Context: an optimization exercise on an open-source flow, tuned for small area. The choices shown serve that exercise and are no tape-out recipe.
Only the layout flow was run in this run; the RTL was not checked for function there.
Power and IR drop assume default switching activity.

<file path="flow/design.v">
`timescale 1ns/1ns
`default_nettype none
module cycle_motion (
	input  wire       Clk,
	input  wire       rst,
	input  wire       step,
	input  wire [1:0] blue_turn,
	input  wire [1:0] red_turn,
	input  wire       playing,
	input  wire       round_reset,
	output reg        heads_step,
	output reg  [7:0] blue_head,
	output reg  [7:0] red_head
);
	localparam [1:0] DIR_NORTH = 2'd0;
	localparam [1:0] DIR_EAST = 2'd1;
	localparam [1:0] DIR_SOUTH = 2'd2;
	localparam [1:0] DIR_WEST = 2'd3;
	localparam [1:0] TURN_LEFT = 2'd1;
	localparam [1:0] TURN_RIGHT = 2'd2;
	localparam [7:0] BLUE_START = 8'h82;
	localparam [7:0] RED_START = 8'h8D;
	localparam [1:0] BLUE_START_DIR = DIR_EAST;
	localparam [1:0] RED_START_DIR = DIR_WEST;
	reg  [1:0] blue_dir;
	reg  [1:0] red_dir;
	wire [1:0] blue_dir_next;
	wire [1:0] red_dir_next;
	wire [7:0] blue_adv;
	wire [7:0] red_adv;
	assign blue_dir_next = (blue_turn == TURN_LEFT) ? blue_dir - 2'd1 :
	                       (blue_turn == TURN_RIGHT) ? blue_dir + 2'd1 : blue_dir;
	assign red_dir_next = (red_turn == TURN_LEFT) ? red_dir - 2'd1 :
	                      (red_turn == TURN_RIGHT) ? red_dir + 2'd1 : red_dir;
	assign blue_adv = (blue_dir_next == DIR_NORTH) ? {blue_head[7:4] - 4'd1, blue_head[3:0]} :
	                  (blue_dir_next == DIR_SOUTH) ? {blue_head[7:4] + 4'd1, blue_head[3:0]} :
	                  (blue_dir_next == DIR_EAST) ? {blue_head[7:4], blue_head[3:0] + 4'd1} :
	                  {blue_head[7:4], blue_head[3:0] - 4'd1};
	assign red_adv = (red_dir_next == DIR_NORTH) ? {red_head[7:4] - 4'd1, red_head[3:0]} :
	                 (red_dir_next == DIR_SOUTH) ? {red_head[7:4] + 4'd1, red_head[3:0]} :
	                 (red_dir_next == DIR_EAST) ? {red_head[7:4], red_head[3:0] + 4'd1} :
	                 {red_head[7:4], red_head[3:0] - 4'd1};
	always @(posedge Clk)
	begin
		if (rst || round_reset)
		begin
			blue_dir <= BLUE_START_DIR;
			red_dir <= RED_START_DIR;
			blue_head <= BLUE_START;
			red_head <= RED_START;
			heads_step <= 1'b0;
		end
		else
		begin
			heads_step <= 1'b0;
			if (step && playing)
			begin
				blue_dir <= blue_dir_next;
				red_dir <= red_dir_next;
				blue_head <= blue_adv;
				red_head <= red_adv;
				heads_step <= 1'b1;
			end
		end
	end
endmodule
`default_nettype wire
`timescale 1ns/1ns
`default_nettype none
module trail_cell (
	input  wire Clk,
	input  wire keep,
	input  wire row_sel,
	input  wire col_sel,
	output reg  taken
);
	always @(posedge Clk)
		taken <= (taken && keep) || (row_sel && col_sel);
endmodule
module trail_row_read (
	input  wire [13:0] taken,
	input  wire [13:0] col_sel,
	output wire        hit
);
	assign hit = |(taken & col_sel);
endmodule
module trail_collision (
	input  wire       Clk,
	input  wire       heads_step,
	input  wire [7:0] blue_head,
	input  wire [7:0] red_head,
	input  wire       round_reset,
	output reg        outcome,
	output reg        blue_crash,
	output wire       red_crash
);
	localparam [7:0] BLUE_START = 8'h82;
	localparam [7:0] RED_START = 8'h8D;
	wire [7:0] addr;
	wire       border;
	wire       hit;
	reg  [15:0] row_sel;
	reg  [15:0] col_sel;
	wire [13:0] row_hit;
	assign addr = heads_step ? blue_head : red_head;
	assign border = (addr[7:4] == 4'd0) || (addr[7:4] == 4'd15) ||
	                (addr[3:0] == 4'd0) || (addr[3:0] == 4'd15);
	integer k;
	always @(*)
	begin
		for (k = 0; k < 16; k = k + 1)
		begin
			row_sel[k] = (heads_step || outcome) && (addr[7:4] == k);
			col_sel[k] = (addr[3:0] == k);
		end
	end
	genvar r, c;
	generate
		for (r = 1; r < 15; r = r + 1)
		begin : g_row
			wire [13:0] taken;
			for (c = 1; c < 15; c = c + 1)
			begin : g_col
				if (r*16+c == BLUE_START || r*16+c == RED_START)
				begin : g_start
					assign taken[c-1] = 1'b1;
				end
				else
				begin : g_cell
					trail_cell u_cell (
						.Clk(Clk),
						.keep(!round_reset),
						.row_sel(row_sel[r]),
						.col_sel(col_sel[c]),
						.taken(taken[c-1])
					);
				end
			end
			trail_row_read u_read (
				.taken(taken),
				.col_sel(col_sel[14:1]),
				.hit(row_hit[r-1])
			);
		end
	endgenerate
	assign hit = border || (|(row_hit & row_sel[14:1]));
	always @(posedge Clk)
	begin
		outcome <= heads_step;
		blue_crash <= hit || (blue_head == red_head);
	end
	assign red_crash = hit;
endmodule
`default_nettype wire
`timescale 1ns/1ns
`default_nettype none
module match_score (
	input  wire       Clk,
	input  wire       rst,
	input  wire       start,
	input  wire       outcome,
	input  wire       blue_crash,
	input  wire       red_crash,
	output reg  [1:0] score_blue,
	output reg  [1:0] score_red,
	output reg        round_over,
	output reg        round_reset,
	output reg        playing,
	output wire       blue_wins,
	output wire       red_wins
);
	wire [1:0] blue_next;
	wire [1:0] red_next;
	assign blue_next = score_blue + 2'd1;
	assign red_next = score_red + 2'd1;
	assign blue_wins = &score_blue;
	assign red_wins = &score_red;
	always @(posedge Clk)
	begin
		if (rst)
		begin
			playing <= 1'b0;
			score_blue <= 2'd0;
			score_red <= 2'd0;
			round_over <= 1'b0;
			round_reset <= 1'b0;
		end
		else
		begin
			round_over <= 1'b0;
			round_reset <= 1'b0;
			if (playing)
			begin
				if (outcome && (blue_crash || red_crash))
				begin
					round_over <= 1'b1;
					if (red_crash && !blue_crash)
					begin
						score_blue <= blue_next;
						if (&blue_next)
							playing <= 1'b0;
						else
							round_reset <= 1'b1;
					end
					else if (blue_crash && !red_crash)
					begin
						score_red <= red_next;
						if (&red_next)
							playing <= 1'b0;
						else
							round_reset <= 1'b1;
					end
					else
						round_reset <= 1'b1;
				end
			end
			else if (start)
			begin
				playing <= 1'b1;
				score_blue <= 2'd0;
				score_red <= 2'd0;
				round_reset <= 1'b1;
			end
		end
	end
endmodule
`default_nettype wire
`timescale 1ns/1ns
`default_nettype none
module light_cycle_top (
	input  wire       Clk,
	input  wire       rst,
	input  wire       step,
	input  wire       start,
	input  wire [1:0] blue_turn,
	input  wire [1:0] red_turn,
	output wire [7:0] blue_head,
	output wire [7:0] red_head,
	output wire [1:0] score_blue,
	output wire [1:0] score_red,
	output wire       round_over,
	output wire       blue_wins,
	output wire       red_wins,
	output wire       playing
);
	wire heads_step;
	wire outcome;
	wire blue_crash;
	wire red_crash;
	wire round_reset;
	cycle_motion u_motion (
		.Clk(Clk),
		.rst(rst),
		.step(step),
		.blue_turn(blue_turn),
		.red_turn(red_turn),
		.playing(playing),
		.round_reset(round_reset),
		.heads_step(heads_step),
		.blue_head(blue_head),
		.red_head(red_head)
	);
	trail_collision u_collision (
		.Clk(Clk),
		.heads_step(heads_step),
		.blue_head(blue_head),
		.red_head(red_head),
		.round_reset(round_reset),
		.outcome(outcome),
		.blue_crash(blue_crash),
		.red_crash(red_crash)
	);
	match_score u_score (
		.Clk(Clk),
		.rst(rst),
		.start(start),
		.outcome(outcome),
		.blue_crash(blue_crash),
		.red_crash(red_crash),
		.score_blue(score_blue),
		.score_red(score_red),
		.round_over(round_over),
		.round_reset(round_reset),
		.playing(playing),
		.blue_wins(blue_wins),
		.red_wins(red_wins)
	);
endmodule
`default_nettype wire
</file>
<file path="flow/run.sh">
#!/bin/bash
# synth_recipe.tcl (not shown) runs the flow's synth.tcl, then flattens the netlist and writes it again
# the make line also repeats each setting of config.mk as NAME=value (left out here)
make -C /OpenROAD-flow-scripts/flow DESIGN_CONFIG=/design/flow/config.mk WORK_HOME=/design/flow/orfs CLKGATE_MAP_FILE= SYNTH_SCRIPT=/design/flow/synth_recipe.tcl finish
</file>
<file path="flow/config.mk">
export PLATFORM = sky130hd
export DESIGN_NAME = light_cycle_top
export DESIGN_NICKNAME = light_cycle_top
export VERILOG_FILES = /design/flow/design.v
export SDC_FILE = /design/flow/constraint.sdc
export NUM_CORES = 4
export LEC_CHECK = 0
export CAP_MARGIN = 20
export CORE_MARGIN = 2
export CORE_UTILIZATION = 60
export SLEW_MARGIN = 20
export SYNTH_HIERARCHICAL = 1
</file>
<file path="flow/constraint.sdc">
create_clock -name core_clock -period 4.0 [get_ports {Clk}]
set_input_delay 0.8000 -clock core_clock [delete_from_list [all_inputs] [get_ports {Clk}]]
set_output_delay 0.8000 -clock core_clock [all_outputs]
set_load 0.01 [all_outputs]
</file>
==> flow_metrics.tcl <==
set metrics [dict create \
    outcome "timing/DRC/antenna clean" \
    core_mm2 0.0151 \
    globalplace.congestion 0.830 \
    ys_seq_area_share_pct 48.8 \
    synth_common_cells "dfxtp_1, a22o_1, a22oi_1" \
    maxCapViolCount 0 \
    die_h_um 128 \
    clk_pin_slew_ns 0.06 \
    worstPathArrival_ns 4.22 \
    cts_tree "yes" \
    crit_top_cell "inv_1" \
    grt_first_pass_wirelength_um 38400 \
    ys_ff_latch 224 \
    ys_types 69 \
    yosysMostFrequentCell "dfxtp_1" \
    clockBufferDepth 3 \
    path_buf_inv 3 \
    worstHoldStart "u_collision.g_row[6].g_col[14].g_cell.u_cell.taken" \
    cp_max_fo 13 \
    synthTopCellsByArea "dfxtp_1, a22o_1, a22oi_1" \
    yosys.area_share.xor_xnor_pct 2.14 \
    ant_nets 0 \
    instances_no_fill 1134 \
    synth_area_mm2 0.00920 \
    worstMarginPinSlew_ns 1.04 \
    wl_per_cell_um 21.1 \
    synth.avg_cell_area_um2 10.8 \
    fin_skew_ns 0.0110 \
    multi_input_area_mm2 0.00461 \
    worst_path_max_delay_cell "nor2_2" \
    dieWidth_um 128 \
    drv_slew 0 \
    hpwl_um 15700 \
    clock_sinks 224 \
    drtIter0Drc 607 \
    dr.pass1.iters 5 \
    place_area_mm2 0.0100 \
    synth_enable_flop_cells 0 \
    synth.top_cell.area_share_pct 48.8 \
    areaGrowthSynthToFinish_pct 17.0 \
    r2r_slack_ns 0.22 \
    p_int_mw 3.55 \
    grt_pass1_vias 7255 \
    layout_min_cycle_time_ns 3.78 \
    die-area_mm2 0.0163 \
    p_comb_share_pct 6.3 \
    muxShareOfSynthArea_pct 0.952 \
    grt.total_usage_pct 28.9 \
    initial_core_util_pct 61.0 \
    setup_violations 0 \
    cp-end-kind "flip-flop" \
    grt_max_degree 108 \
    post-route-util_pct 71.3 \
    fin_ws_ns 0.217 \
    slew_headroom_pct 29.7 \
    p_switching_mw 1.09 \
    whs_ns 0.483 \
    hold_depth 1 \
    design_area_mm2 0.0108 \
    seqCellArea_mm2 0.00449 \
    post_cts_resized 0 \
    synth-simple-area-share_pct 10.8 \
    hold_violations 0 \
    cts_setup_buffers 0 \
    preCtsSetupSlack_ns 0.253 \
    via_per_inst 6.80 \
    power.total_mw 4.64 \
    synthAdderAreaFrac_pct 2.07 \
    cts_hold_buffers 0 \
    slowest_delay_ns 0.63 \
    fin_nets 952 \
    cts_made_buffers 23 \
    synth-compound-area-share_pct 33.6 \
    regToRegStartpoint "u_motion.red_head[2]" \
    p_leak_nw 4.01 \
    synth_top_family_by_area "compound AO/OA/AOI/OAI gates" \
    powerDensity_mw_per_mm2 431 \
    cp_cell_sequence "inv_1 -> o32a_1 -> nor2_2 -> buf_4 -> a22oi_1 -> and3_1 -> nand4_1 -> inv_1 -> o31ai_1 -> a221oi_1 -> nand3_1 -> nand4b_1 -> or2_0 -> a21oi_1" \
    dpl.cell_count 1093 \
    n_antenna_cell 0 \
    required_ns 4.44 \
    power.share.clock_pct 44.5 \
    critPathKind "flip-flop to flip-flop" \
    hold_path_class "flip-flop to flip-flop" \
    nFillCells 1122 \
    synth_top_flop_cell "dfxtp_1" \
    cts_max_level 1 \
    clockRootBuffer "clkbuf_16" \
    antenna_found_initial 0 \
    seqPwrFrac_pct 49.2 \
    swShare_pct 23.5 \
    rr_worst_depth 14 \
    ir_worst_vdd_uv 325 \
    fp-row-count 45 \
    start_kind "flip-flop" \
    timing.rr.end "u_score.score_blue[1]" \
    rsz0062_at_grt "no" \
    setup_tns_ns 0 \
    routed-via-count 7707 \
    io_pins 32 \
    period_share_pct 94.6 \
    worstSkewPairLatency_ns 0.51 \
    synthCells 848 \
    worst-path-stages 14 \
    drcViolationCount 0 \
    synthArstFlopShare_pct 0 \
    min_to "u_collision.g_row[6].g_col[14].g_cell.u_cell.taken" \
    post_route_cells_drive_above_1_share_pct 12.6 \
    max_freq_mhz 264 \
    crit_family "simple AND/OR/NAND/NOR gates" \
    wl_um 23900 \
    port_buffers 31 \
    yosysTopAreaCell "dfxtp_1" \
    overflow 0 \
    yosysWarningCount 10 \
]
==> cell families after synthesis <==
family / after synthesis
AOI/OAI and AO/OA: 365
xor gates and xnor gates: 19
adders and majority gates: 14
buffers and inverters: 31
DFF: 224
muxes: 8
other: 1
and+or+nand+nor: 186
==> modules after synthesis, one instance, submodules excluded, excerpt <==
module,cells inside,copies in the design
cycle_motion,169,1
trail_cell,2,194
trail_collision,127,1
trail_row_read,9,14
match_score,38,1
==> registers in the layout (all words and copies together) (netlist names) <==
signal / cells
u_collision.blue_crash: 1
u_collision.g_row.g_col.g_cell.u_cell.taken: 194
u_collision.outcome: 1
u_motion.blue_dir: 2
u_motion.blue_head: 8
u_motion.heads_step: 1
u_motion.red_dir: 2
u_motion.red_head: 8
u_score.playing: 1
u_score.round_over: 1
u_score.round_reset: 1
u_score.score_blue: 2
u_score.score_red: 2
==> cell type report <==
type                    instances  share of cell area (%)
repair buffers                 68                    5.85
well taps                     188                    2.19
clock buffers                  30                    5.96
clock inverters                11                   0.814
flip-flops and latches        224                    41.7
inverters                      19                   0.686
multi-input cells             594                    42.8
==> layer usage <==
metal | GRT usage [%] | part of all wire, % | up-vias
li1 | - | - | 3605
met1 | 39.7 | 45 | 3871
met2 | 48.5 | 49 | 198
met4 | 7.95 | 2.0 | 0
met5 | 0 | 0 | -
met3 | 3.38 | 4.3 | 33
==> power by group through the flow <==
stage          Sequential (mW)  Clock (mW)  Combinational [mW]
2_1_floorplan             2.32           0               0.183
3_3_place_gp              2.33           0               0.280
3_5_place_dp              2.33           0               0.289
4_1_cts                   2.28        2.09               0.290
5_1_grt                   2.28        2.18               0.319
6_report                  2.28        2.07               0.295
==> worst register-to-register path: cells and delay by family, from the launching register on <==
family | cells | cell delay, ns
flops | 1 | 0.53
simple gates | 6 | 1.64
compound gates | 5 | 1.11
buf+inv | 3 | 0.44
==> worst max-delay path by stage <==
| stage | start | endpoint |
|---|---|---|
| after floorplan | u_motion.heads_step | u_score.score_blue[1] |
| after global placement | u_motion.heads_step | u_score.score_blue[1] |
| after detailed placement | u_motion.heads_step | u_score.score_blue[1] |
| after CTS | u_motion.heads_step | u_score.score_blue[1] |
| after global routing | u_motion.red_head[2] | u_score.score_blue[1] |
| final | u_motion.red_head[2] | u_score.score_blue[1] |
==> cell usage in the layout (no fill, tap or decap), types with 17 or more instances in the layout <==
| cell type | instances |
|---|---|
| dfxtp_1 | 222 |
| clkbuf_16 | 23 |
| clkdlybuf4s50_1 | 31 |
| nand2_1 | 31 |
| nand3_1 | 19 |
| nand4_1 | 17 |
| nor2_1 | 34 |
| a22o_1 | 209 |
| inv_1 | 18 |
| buf_4 | 33 |
| a22oi_1 | 70 |
| and3_1 | 20 |
| a21oi_1 | 20 |

## separate check: timing with driven ports
How much do the figures lean on ideal ports? The routed layout below was timed once more, with nothing changed but the port constraints.
Step 1 assumes that a clkbuf_16 drives the clock port and a buf_2 every other input.
Step 2, shift: input delay + t, output delay - t, t = (earliest + latest rising clock arrival at the registers) / 2. This alone moves slack from input paths to output paths.
Three values: no drivers, after step 1, after step 2; two values: the first two.
t, ns: 0.552
setup slack, ns: 0.217 / 0.218 / 0.218
worst hold slack (ns): 0.483 / 0.483 / 0.483
worst setup path after step 2: register to register
pins driven straight from the clock port: 1
After both steps setup and hold are still met in this run. For this run, drivers alone change the setup slack by +0.001 ns; drivers and shift together by +0.001 ns.
